This is an optimization exercise on Yosys and OpenROAD, whose aim is small area, not a production implementation. In this exercise RTL edits were held to simulation tests only and were not proved equivalent to the original. Power and IR drop assume default switching activity.

==> flow/design.v (excerpt) <==
module multiport_register_file #(
    parameter int DW    = 32,
    parameter int NREG  = 32,
    parameter int NRD   = 2,
    parameter int NWR   = 2,
    parameter int ZERO0 = 1,
    localparam int AW   = $clog2(NREG)
) (
    input  logic              clk,
    input  logic              n_rst,
    input  logic [NWR-1:0]    wen,
    input  logic [NWR*AW-1:0] wsel,
    input  logic [NWR*DW-1:0] wdat,
    input  logic [NRD*AW-1:0] rsel,
    output logic [NRD*DW-1:0] rdat,
    output logic [NWR-1:0]    wcoll,
    output logic [15:0]       wcnt
);
Size in the first run: roughly 3500 cells after synthesis, roughly 1000 flip-flops, about 170 I/O pins, about 43000 um2 of cells after synthesis.
==> flow/config.mk <==
export PLATFORM = sky130hd
export DESIGN_NAME = multiport_register_file
export DESIGN_NICKNAME = multiport_register_file
export VERILOG_FILES = /design/flow/design.v
export SDC_FILE = /design/flow/constraint.sdc
export NUM_CORES = 4
export LEC_CHECK = 0
export CAP_MARGIN = 9
export CELL_PAD_IN_SITES_DETAIL_PLACEMENT = 1
export CELL_PAD_IN_SITES_GLOBAL_PLACEMENT = 1
export CORE_MARGIN = 2
export CORE_UTILIZATION = 40
export PLACE_DENSITY = 0.6
export SLEW_MARGIN = 9
export SYNTH_HIERARCHICAL = 1
==> flow/constraint.sdc <==
create_clock -name core_clock -period 10.0 [get_ports {clk}]
set_input_delay 2.0000 -clock core_clock [delete_from_list [all_inputs] [get_ports {clk}]]
set_output_delay 2.0000 -clock core_clock [all_outputs]
set_load 0.01 [all_outputs]
standard.sh (not shown) runs the stock make flow with config.mk's settings and CLKGATE_MAP_FILE= SYNTH_SCRIPT=/design/flow/synth_recipe.tcl, a recipe that flattens the netlist after the stock synthesis.
==> flow/flow/run.sh <==
#!/bin/bash
# Standard layout, with two changes: ports are buffered with the smallest
# buffer (buf_1) instead of the default choice, and CTS skips dummy loads.
set -euo pipefail
export BUFFER_PORTS_ARGS="-buffer_cell sky130_fd_sc_hd__buf_1"
export CTS_ARGS="-sink_clustering_enable -repair_clock_nets -dont_use_dummy_load -buf_list sky130_fd_sc_hd__clkbuf_8 -sink_clustering_size 18 -sink_clustering_max_diameter 55"
bash standard.sh > standard_flow.log 2>&1
Rerun with:
--- a/flow/flow/run.sh
+++ b/flow/flow/run.sh
@@ -6 +6 @@
-export CTS_ARGS="-sink_clustering_enable -repair_clock_nets -dont_use_dummy_load -buf_list sky130_fd_sc_hd__clkbuf_8 -sink_clustering_size 18 -sink_clustering_max_diameter 55"
+export CTS_ARGS="-sink_clustering_enable -repair_clock_nets -dont_use_dummy_load -buf_list sky130_fd_sc_hd__clkbuf_8 -sink_clustering_size 20 -sink_clustering_max_diameter 55"
Settings changed: CAP_MARGIN 9 to 12, PLACE_DENSITY 0.6 to 0.7, SLEW_MARGIN 9 to 12.
Design area barely changes; die area is unchanged; global-route usage is lower by 2.3 points; final cell count hardly moves; synthesized cell count stays the same; wire length is lower by a few percent; worst hold slack is worse by 3.0 ps.

* * *

multiport_register_file again, from the RTL that the note above started with.
==> flow/design.v (excerpt) <==
module multiport_register_file #(
    parameter int DW    = 32,
    parameter int NREG  = 32,
    parameter int NRD   = 2,
    parameter int NWR   = 2,
    parameter int ZERO0 = 1,
    localparam int AW   = $clog2(NREG)
) (
    input  logic              clk,
    input  logic              n_rst,
    input  logic [NWR-1:0]    wen,
    input  logic [NWR*AW-1:0] wsel,
    input  logic [NWR*DW-1:0] wdat,
    input  logic [NRD*AW-1:0] rsel,
    output logic [NRD*DW-1:0] rdat,
    output logic [NWR-1:0]    wcoll,
    output logic [15:0]       wcnt
);
Settings: LEC_CHECK=0, CAP_MARGIN=12, CELL_PAD_IN_SITES_DETAIL_PLACEMENT=1, CELL_PAD_IN_SITES_GLOBAL_PLACEMENT=1, CORE_MARGIN=2, CORE_UTILIZATION=40, PLACE_DENSITY=0.6, SLEW_MARGIN=12, SYNTH_HIERARCHICAL=1; clock period 10.0 ns.
==> flow/flow/run.sh <==
#!/bin/bash
# Standard layout, with two changes: ports are buffered with the smallest
# buffer (buf_1) instead of the default choice, and CTS skips dummy loads.
set -euo pipefail
export BUFFER_PORTS_ARGS="-buffer_cell sky130_fd_sc_hd__buf_1"
export CTS_ARGS="-sink_clustering_enable -repair_clock_nets -dont_use_dummy_load -buf_list sky130_fd_sc_hd__clkbuf_8 -sink_clustering_size 20 -sink_clustering_max_diameter 55"
bash standard.sh > standard_flow.log 2>&1
Next try:
==> flow/flow/run.sh (replaced) <==
#!/bin/bash
# Standard layout, with two changes: ports are buffered with the smallest
# buffer (buf_1) instead of the default choice, and CTS skips dummy loads.
set -euo pipefail
export BUFFER_PORTS_ARGS="-buffer_cell sky130_fd_sc_hd__buf_1"
export CTS_ARGS="-sink_clustering_enable -repair_clock_nets -dont_use_dummy_load -buf_list sky130_fd_sc_hd__clkbuf_8 -sink_clustering_size 16 -sink_clustering_max_diameter 50"
bash standard.sh > standard_flow.log 2>&1
--- a/flow/config.mk
+++ b/flow/config.mk
@@ -6,10 +6,10 @@
 export NUM_CORES = 4
 export LEC_CHECK = 0
-export CAP_MARGIN = 12
+export CAP_MARGIN = 20
 export CELL_PAD_IN_SITES_DETAIL_PLACEMENT = 1
 export CELL_PAD_IN_SITES_GLOBAL_PLACEMENT = 1
 export CORE_MARGIN = 2
-export CORE_UTILIZATION = 40
-export PLACE_DENSITY = 0.6
-export SLEW_MARGIN = 12
+export CORE_UTILIZATION = 46
+export PLACE_DENSITY = 0.66
+export SLEW_MARGIN = 20
 export SYNTH_HIERARCHICAL = 1
What happened: The changed run completed without violations. Sequential share of layout area went down by 0.42 points. Power went up by 0.46%. Clock skew went down by 0.042 ns. Worst setup slack degrades by 0.013 ns. Wire length went down by 5.1%. Global-route usage went up by 4.1 points. Register-to-register slack improves by 0.11 ns. Flip-flop and latch count stays the same. Cell area went up by 0.98%.
Next try:
--- a/flow/config.mk
+++ b/flow/config.mk
@@ -10,6 +10,9 @@
 export CELL_PAD_IN_SITES_GLOBAL_PLACEMENT = 1
 export CORE_MARGIN = 2
-export CORE_UTILIZATION = 46
-export PLACE_DENSITY = 0.66
+export CORE_UTILIZATION = 40
+export CTS_BUF_LIST = sky130_fd_sc_hd__clkbuf_8
+export CTS_CLUSTER_DIAMETER = 50
+export CTS_CLUSTER_SIZE = 16
+export PLACE_DENSITY = 0.6
 export SLEW_MARGIN = 20
 export SYNTH_HIERARCHICAL = 1
Non-clock buffer count falls by 23.
Utilization falls by 7.0 points.
First-iteration DRC count falls by 8.4%.
Flip-flop and latch count stays the same.
Combinational power hardly moves.
Next try:
==> flow/run.sh (new file) <==
#!/bin/bash
# synth_recipe.tcl (not shown) runs the flow's synth.tcl, then flattens the netlist and writes it again
# the make line also repeats each setting of config.mk as NAME=value (left out here)
make -C /OpenROAD-flow-scripts/flow DESIGN_CONFIG=/design/flow/config.mk WORK_HOME=/design/flow/orfs CLKGATE_MAP_FILE= SYNTH_SCRIPT=/design/flow/synth_recipe.tcl finish
==> flow/config.mk (replaced) <==
export PLATFORM = sky130hd
export DESIGN_NAME = multiport_register_file
export DESIGN_NICKNAME = multiport_register_file
export VERILOG_FILES = /design/flow/design.v
export SDC_FILE = /design/flow/constraint.sdc
export NUM_CORES = 4
export LEC_CHECK = 0
export CAP_MARGIN = 20
export CELL_PAD_IN_SITES_DETAIL_PLACEMENT = 2
export CELL_PAD_IN_SITES_GLOBAL_PLACEMENT = 2
export CORE_MARGIN = 2
export CORE_UTILIZATION = 35
export PLACE_DENSITY = 0.55
export SLEW_MARGIN = 20
export SYNTH_HIERARCHICAL = 1
removed: flow/flow/run.sh
removed: flow/standard.sh
=>
- The new run completed without violations
- maximum frequency decreases by 6.7%
- flip-flop and latch count does not change
- global-route usage decreases by 3.7 points
- register-to-register slack is better by 0.91 ns
- cell area increases by 7.8%
- via count stays flat
- sequential share of layout area decreases by 3.1 points

port drivers added, routing unchanged:
No port has a modelled driver above. Below, the same layouts with a new extraction and two added sets of constraints. Step 1 (the two cells are an assumption about what drives the block):
set clk [get_ports {clk}]
set_driving_cell -lib_cell sky130_fd_sc_hd__clkbuf_16 $clk
set_driving_cell -lib_cell sky130_fd_sc_hd__buf_2 [delete_from_list [all_inputs] $clk]
Step 2 adds t to the input delays and takes it off the output delays; t is the mean of the earliest and latest rising clock arrival at the registers after step 1. Input paths then give back, and output paths get back, about the clock's delay inside the block. a / b / c = ideal / step 1 / step 2; a / b = the first two.
run	t (ns)	slack for setup (ns)	hold slack, ns	slew at the worst register clock pin (ns)	worst slew at a driven data input, ns
the first run of note 1	0.885	1.899 / 1.866 / 1.866	0.489 / 0.489 / 0.489	0.12 / 0.12	0.05
the second run of note 1	0.886	2.056 / 2.006 / 2.006	0.486 / 0.486 / 0.486	0.12 / 0.12	0.07
the first run of note 2	0.883	1.854 / 1.822 / 1.822	0.488 / 0.488 / 0.488	0.12 / 0.12	0.04
the second run of note 2	0.888	1.841 / 1.811 / 1.811	0.485 / 0.485 / 0.485	0.10 / 0.10	0.04
the third run of note 2	0.905	1.930 / 1.899 / 1.899	0.483 / 0.483 / 0.483	0.10 / 0.10	0.05
the fourth run of note 2	0.812	1.354 / 1.330 / 1.330	0.489 / 0.489 / 0.489	0.07 / 0.07	0.06
After both steps setup and hold are still met in every run listed. The setup slack of the second run of note 1, which loses most, moves by -0.050 ns with the drivers and by -0.050 ns with both steps.
